This design comes from an exercise in tuning for small area, a short achievable clock period and few clock cycles per item on the open sky130 flow, not from production work.
At most, simulation tests tie the RTL to the original design; equivalence was not proved.

// rs_bm_decoder
module rs_bm_decoder (
    input  wire         i_clock,
    input  wire         i_arst_n,
    input  wire         i_start,
    input  wire  [47:0] i_synd,
    output logic [35:0] o_locator,
    output logic        o_ready
);
    logic       busy_q;
    logic       ready_q;
    logic [2:0] step_q;      
    logic       accept;
    logic       last;
    logic [7:0] q_q [0:5];
    logic [7:0] c_q [1:4];
    logic       xb1_q;
    logic [7:0] xb_q [2:4];
    logic [7:0] b_q;
    logic [2:0] len_q;
    logic [7:0] prod [1:4];
    logic [7:0] disc;
    logic [7:0] b_inv;
    logic [7:0] scale;
    logic [7:0] upd_term [2:4];
    logic       len_update;
    logic       s1_zero;
    assign accept  = i_start && !busy_q;
    assign last    = (step_q == 3'd5);
    assign s1_zero = (i_synd[7:0] == 8'h00);
    for (genvar i = 1; i <= 4; i++)
    begin : g_disc
        gf256_mul u_mul (.i_a(c_q[i]), .i_b(q_q[i]), .o_p(prod[i]));
    end
    assign disc = q_q[0] ^ prod[1] ^ prod[2] ^ prod[3] ^ prod[4];
    gf256_inv u_inv (.i_x(b_q), .o_y(b_inv));
    gf256_mul u_scale (.i_a(disc), .i_b(b_inv), .o_p(scale));
    for (genvar k = 2; k <= 4; k++)
    begin : g_upd
        gf256_mul u_mul (.i_a(scale), .i_b(xb_q[k]), .o_p(upd_term[k]));
    end
    assign len_update = busy_q && (disc != 8'h00) && ({len_q, 1'b0} <= {1'b0, step_q});
    always_ff @(posedge i_clock or negedge i_arst_n)
    begin
        if (!i_arst_n)
        begin
            busy_q  <= 1'b0;
            ready_q <= 1'b0;
            step_q  <= 3'd0;
        end
        else if (accept)
        begin
            busy_q  <= 1'b1;
            ready_q <= 1'b0;
            step_q  <= 3'd1;
        end
        else if (busy_q)
        begin
            step_q <= step_q + 3'd1;
            if (last)
            begin
                busy_q  <= 1'b0;
                ready_q <= 1'b1;
            end
        end
    end
    always_ff @(posedge i_clock)
    begin
        if (accept)
        begin
            q_q[0] <= i_synd[15:8];
            q_q[1] <= i_synd[7:0];
            q_q[2] <= i_synd[47:40];
            q_q[3] <= i_synd[39:32];
            q_q[4] <= i_synd[31:24];
  ...
Size: ~88 I/O pins, ~16,000 µm² of cells after synthesis.
make LEC_CHECK=0 CAP_MARGIN=20 CORE_MARGIN=2 CORE_UTILIZATION=55 SLEW_MARGIN=20 finish   # period 19.0 ns
run.sh (not shown) runs the stock make flow with config.mk's settings and CLKGATE_MAP_FILE= SYNTH_SCRIPT=/design/flow/synth_recipe.tcl, a recipe that flattens the netlist after the stock synthesis.
Then changed:
CORE_UTILIZATION = 40   (was 55)
The changed run finished with timing, DRC and antenna clean.
Design area rose by about 1.2%.
Worst hold slack degrades by 0.012 ns.
Worst setup slack degrades by 0.099 ns.
Area after synthesis is unchanged.
Non-clock buffer count rose by 4.
Die area rose by 37%.
Fmax fell by about 1.2%.
Critical path depth does not change.
Then changed:
CORE_UTILIZATION = 70   (was 40)
After rerunning: Clock skew went up by 0.0083 ns; setup slack degrades by 0.35 ns; final area goes down by 1.9%; global-route usage came out higher by 21 points; non-clock buffer count shrinks by 6.
Function was not checked in any run of this note: the RTL went through the layout flow alone.

========
Another version of the RTL of rs_bm_decoder (not shown whole).
Size: ~1900 cells after synthesis, about 88 I/O pins.
## rs_bm_decoder
module rs_bm_decoder (
    input  wire         i_clock,
    input  wire         i_arst_n,
    input  wire         i_start,
    input  wire  [47:0] i_synd,
    output logic [35:0] o_locator,
    output logic        o_ready
);
==> flow/config.mk <==
export PLATFORM = sky130hd
export DESIGN_NAME = rs_bm_decoder
export DESIGN_NICKNAME = rs_bm_decoder
export VERILOG_FILES = /design/flow/design.v
export SDC_FILE = /design/flow/constraint.sdc
export NUM_CORES = 4
export LEC_CHECK = 0
export CAP_MARGIN = 85
export CORE_MARGIN = 2
export CORE_UTILIZATION = 40
export SLEW_MARGIN = 85
==> flow/constraint.sdc <==
create_clock -name core_clock -period 19.0 [get_ports {i_clock}]
set_input_delay 3.8000 -clock core_clock [delete_from_list [all_inputs] [get_ports {i_clock}]]
set_output_delay 3.8000 -clock core_clock [all_outputs]
set_load 0.01 [all_outputs]
The first run went through all stages and came out clean.
Testbench counts at the start, summed over its fixed seeds: cycles 9,608, decodes 1,600.
Next try:
--- a/flow/config.mk
+++ b/flow/config.mk
@@ -8 +8 @@
-export CAP_MARGIN = 85
+export CAP_MARGIN = 0
@@ -11 +11 @@
-export SLEW_MARGIN = 85
+export SLEW_MARGIN = 0
Final area decreases by a quarter to a third. Area after synthesis does not change. First-iteration DRC count went down by a few percent. Wire length decreases by roughly a tenth. Worst hold slack degrades by 0.0046 ns.

========
Another version of the RTL of rs_bm_decoder (not shown whole).
For scale: ~1400 cells after synthesis, about 110 flip-flops, about 0.011 mm² of cells after synthesis.
export LEC_CHECK = 0
export CAP_MARGIN = 20
export CORE_MARGIN = 2
export CORE_UTILIZATION = 40
export SLEW_MARGIN = 20
create_clock -name core_clock -period 19.0 [get_ports {i_clock}]
standard.sh (not shown) runs the stock make flow with config.mk's settings and CLKGATE_MAP_FILE= SYNTH_SCRIPT=/design/flow/synth_recipe.tcl, a recipe that flattens the netlist after the stock synthesis.
==> flow/flow/run.sh <==
#!/bin/bash
# The standard layout (standard.sh, ORFS at the design's clock and constraints)
# with these changes:
#  - synthesis maps the logic with flow/abc.script in place of ORFS's
#    abc_speed.script; everything else in synthesis (register mapping,
#    flattening, renaming) is synth_recipe.tcl as is, so the registers are the
#    standard synthesis's;
#  - after synthesis, flow/upsize_regs.tcl gives the registers with many
#    loads the next drive strength of their own flip-flop type;
#  - the port buffers that global placement inserts are sky130_fd_sc_hd__buf_1
#    rather than the cell buffer_ports picks by itself (a delay cell);
#  - ORFS's repair_timing steps aim for 13.0 ns of setup slack
#    (SETUP_SLACK_MARGIN), so they also speed up the paths the 19 ns clock
#    leaves slack on.
# Each tool's output goes to a log file in the work folder (flow_make_synth.log,
# upsize_regs.log, flow_make.log; ORFS's own logs under orfs/logs/).
set -euo pipefail
work=$(cd "$(dirname "$0")/.." && pwd)
cat > "$work/own_synth.tcl" <<TCL
# Yosys's abc with this flow's script; every other argument as ORFS gives it
proc abc {args} {
  set i [lsearch -exact \$args -script]
  if { \$i >= 0 } { lset args [expr { \$i + 1 }] {$work/flow/abc.script} }
  yosys abc {*}\$args
}
source {$work/synth_recipe.tcl}
TCL
args=(SYNTH_SCRIPT="$work/own_synth.tcl" SETUP_SLACK_MARGIN=13.0 "BUFFER_PORTS_ARGS=-buffer_cell sky130_fd_sc_hd__buf_1")
bash "$work/standard.sh" "${args[@]}" synth > "$work/flow_make_synth.log" 2>&1
SYNTH_ODB="$work/orfs/results/$FLOW_PLATFORM/rs_bm_decoder/base/1_synth.odb" \
LIB_FILE="$FLOW_HOME/platforms/$FLOW_PLATFORM/lib/sky130_fd_sc_hd__tt_025C_1v80.lib" \
  openroad -no_splash -exit "$work/flow/upsize_regs.tcl" > "$work/upsize_regs.log" 2>&1
bash "$work/standard.sh" "${args[@]}" finish > "$work/flow_make.log" 2>&1
==> flow/flow/abc.script <==
strash
&get -n
&st
&dch
&nf -R 1000
&put
topo
stime -c
buffer -c
upsize -c
dnsize -c
==> flow/flow/upsize_regs.tcl <==
# Give the registers that drive many loads a stronger flip-flop of the same
# kind (drive strength only): C, the multiplier taps Q1..Q3 of the syndromes,
# XB1 and the busy flag.
read_db $::env(SYNTH_ODB)
read_liberty $::env(LIB_FILE)
set n 0
foreach inst [get_cells *] {
  set name [get_property $inst name]
  set m [get_property $inst ref_name]
  if { $m eq "sky130_fd_sc_hd__dfxtp_1" && [regexp {^(c_q|q_q\[[123]\]|xb1_q)} $name] } {
    replace_cell $inst sky130_fd_sc_hd__dfxtp_2
    incr n
  } elseif { $m eq "sky130_fd_sc_hd__dfrtp_1" && [regexp {^busy_q} $name] } {
    replace_cell $inst sky130_fd_sc_hd__dfrtp_2
    incr n
  }
}
puts "upsized $n registers"
write_db $::env(SYNTH_ODB)
Testbench counts at the start, summed over its fixed seeds: cycles 9,223, decodes 1,600.
==> next run, changes <==
--- a/flow/flow/run.sh
+++ b/flow/flow/run.sh
@@ -2,2 +2 @@
-# The standard layout (standard.sh, ORFS at the design's clock and constraints)
-# with these changes:
+# The standard layout (standard.sh) with two changes:
@@ -6,4 +5 @@
-#    flattening, renaming) is synth_recipe.tcl as is, so the registers are the
-#    standard synthesis's;
-#  - after synthesis, flow/upsize_regs.tcl gives the registers with many
-#    loads the next drive strength of their own flip-flop type;
+#    flattening, renaming) is synth_recipe.tcl as is;
@@ -12,5 +8,2 @@
-#  - ORFS's repair_timing steps aim for 13.0 ns of setup slack
-#    (SETUP_SLACK_MARGIN), so they also speed up the paths the 19 ns clock
-#    leaves slack on.
-# Each tool's output goes to a log file in the work folder (flow_make_synth.log,
-# upsize_regs.log, flow_make.log; ORFS's own logs under orfs/logs/).
+#  - after synthesis, flow/upsize_regs.tcl gives the registers with many
+#    loads the next drive strength of their own flip-flop type.
@@ -28 +21 @@
-args=(SYNTH_SCRIPT="$work/own_synth.tcl" SETUP_SLACK_MARGIN=13.0 "BUFFER_PORTS_ARGS=-buffer_cell sky130_fd_sc_hd__buf_1")
+args=(SYNTH_SCRIPT="$work/own_synth.tcl" "BUFFER_PORTS_ARGS=-buffer_cell sky130_fd_sc_hd__buf_1")
Count of clock-buffer cells in the layout stays the same. Synthesized cell count is unchanged. Design area falls by 2.1%. First-iteration DRC count went up by 10%.
==> next run, changes <==
==> flow/run.sh (new file) <==
#!/bin/bash
# synth_recipe.tcl (not shown) runs the flow's synth.tcl, then flattens the netlist and writes it again
# the make line also repeats each setting of config.mk as NAME=value (left out here)
make -C /OpenROAD-flow-scripts/flow DESIGN_CONFIG=/design/flow/config.mk WORK_HOME=/design/flow/orfs CLKGATE_MAP_FILE= SYNTH_SCRIPT=/design/flow/synth_recipe.tcl finish
removed: flow/flow/run.sh
removed: flow/flow/abc.script
removed: flow/flow/upsize_regs.tcl
removed: flow/standard.sh
Result: The changed run completed without violations; routed wire length rose by roughly a tenth; design area rose by roughly a tenth; cell count is higher by a few percent; core utilization came out higher by 1.2 points; global-route usage rose by 1.0 points; die area goes up by a few percent.
==> next run, changes <==
==> flow/flow/run.sh (new file) <==
#!/bin/bash
# The standard layout (standard.sh) with two changes:
#  - synthesis maps the logic with flow/abc.script in place of ORFS's
#    abc_speed.script; everything else in synthesis (register mapping,
#    flattening, renaming) is synth_recipe.tcl as is;
#  - the port buffers that global placement inserts are sky130_fd_sc_hd__buf_1
#    rather than the cell buffer_ports picks by itself (a delay cell);
#  - after synthesis, flow/upsize_regs.tcl gives the registers with many
#    loads the next drive strength of their own flip-flop type.
set -euo pipefail
work=$(cd "$(dirname "$0")/.." && pwd)
cat > "$work/own_synth.tcl" <<TCL
# Yosys's abc with this flow's script; every other argument as ORFS gives it
proc abc {args} {
  set i [lsearch -exact \$args -script]
  if { \$i >= 0 } { lset args [expr { \$i + 1 }] {$work/flow/abc.script} }
  yosys abc {*}\$args
}
source {$work/synth_recipe.tcl}
TCL
args=(SYNTH_SCRIPT="$work/own_synth.tcl" SETUP_SLACK_MARGIN=13.6 "BUFFER_PORTS_ARGS=-buffer_cell sky130_fd_sc_hd__buf_1")
bash "$work/standard.sh" "${args[@]}" synth > "$work/flow_make_synth.log" 2>&1
SYNTH_ODB="$work/orfs/results/$FLOW_PLATFORM/rs_bm_decoder/base/1_synth.odb" \
LIB_FILE="$FLOW_HOME/platforms/$FLOW_PLATFORM/lib/sky130_fd_sc_hd__tt_025C_1v80.lib" \
  openroad -no_splash -exit "$work/flow/upsize_regs.tcl" > "$work/upsize_regs.log" 2>&1
bash "$work/standard.sh" "${args[@]}" finish > "$work/flow_make.log" 2>&1
==> flow/flow/abc.script (new file) <==
strash
&get -n
&st
&dch
&nf -R 1000
&put
topo
stime -c
buffer -c
upsize -c
dnsize -c
==> flow/flow/upsize_regs.tcl (new file) <==
# Give the registers that drive many loads a stronger flip-flop of the same
# kind (drive strength only): C, the multiplier taps Q1..Q3 of the syndromes,
# XB1 and the busy flag.
read_db $::env(SYNTH_ODB)
read_liberty $::env(LIB_FILE)
set n 0
foreach inst [get_cells *] {
  set name [get_property $inst name]
  set m [get_property $inst ref_name]
  if { $m eq "sky130_fd_sc_hd__dfxtp_1" && [regexp {^(c_q|q_q\[[123]\]|xb1_q)} $name] } {
    replace_cell $inst sky130_fd_sc_hd__dfxtp_2
    incr n
  } elseif { $m eq "sky130_fd_sc_hd__dfrtp_1" && [regexp {^busy_q} $name] } {
    replace_cell $inst sky130_fd_sc_hd__dfrtp_2
    incr n
  }
}
puts "upsized $n registers"
write_db $::env(SYNTH_ODB)
==> flow/standard.sh (new file) <==
#!/bin/bash
# synth_recipe.tcl (not shown) runs the flow's synth.tcl, then flattens the netlist and writes it again
# the make line also repeats each setting of config.mk as NAME=value (left out here)
make -C /OpenROAD-flow-scripts/flow DESIGN_CONFIG=/design/flow/config.mk WORK_HOME=/design/flow/orfs CLKGATE_MAP_FILE= SYNTH_SCRIPT=/design/flow/synth_recipe.tcl "${@:-finish}"
removed: flow/run.sh
Effect:
- The changed run finished clean
- setup slack is better by 1000 ps
- worst hold slack gains 9.8 ps
- fmax increases by 19%
- register-to-register slack is better by 1300 ps
- clock-buffer cell count shrinks by 1

-- afterwards: timing with drivers on the ports --
How much do the figures lean on ideal ports? The routed layouts below were timed once more, with nothing changed but the port constraints. Step 1, drivers: a clkbuf_16 drives i_clock and a buf_2 each remaining input, both assumed. Step 2 times the ports against the registers' clock, not the clock port: input delays grow and output delays shrink by t, the midpoint of the rising clock arrivals with the driver on. Three values: ideal ports, drivers, drivers and shift; two values: the first two.
run	shift t [ns]	setup WS [ns]	hold slack, ns
the first run of note 1	0.497	10.948 / 10.948 / 10.948	0.428 / 0.428 / 0.428
the second run of note 1	0.499	10.848 / 10.848 / 10.848	0.416 / 0.416 / 0.416
the third run of note 1	0.497	10.501 / 10.501 / 10.501	0.426 / 0.426 / 0.426
the first run of note 2	0.482	9.069 / 9.094 / 8.612	0.423 / 0.423 / 0.423
the second run of note 2	0.484	11.211 / 11.211 / 10.762	0.419 / 0.419 / 0.419
the first run of note 3	0.410	13.161 / 13.186 / 12.776	0.435 / 0.435 / 0.435
the second run of note 3	0.409	13.017 / 13.041 / 12.632	0.436 / 0.436 / 0.436
the third run of note 3	0.405	12.571 / 12.571 / 12.262	0.419 / 0.419 / 0.419
the fourth run of note 3	0.402	13.587 / 13.583 / 13.180	0.428 / 0.428 / 0.428
After both steps setup and hold are still met in every run listed. The setup slack of the first run of note 2, which loses most, moves by +0.025 ns with the drivers and by -0.457 ns with both steps.
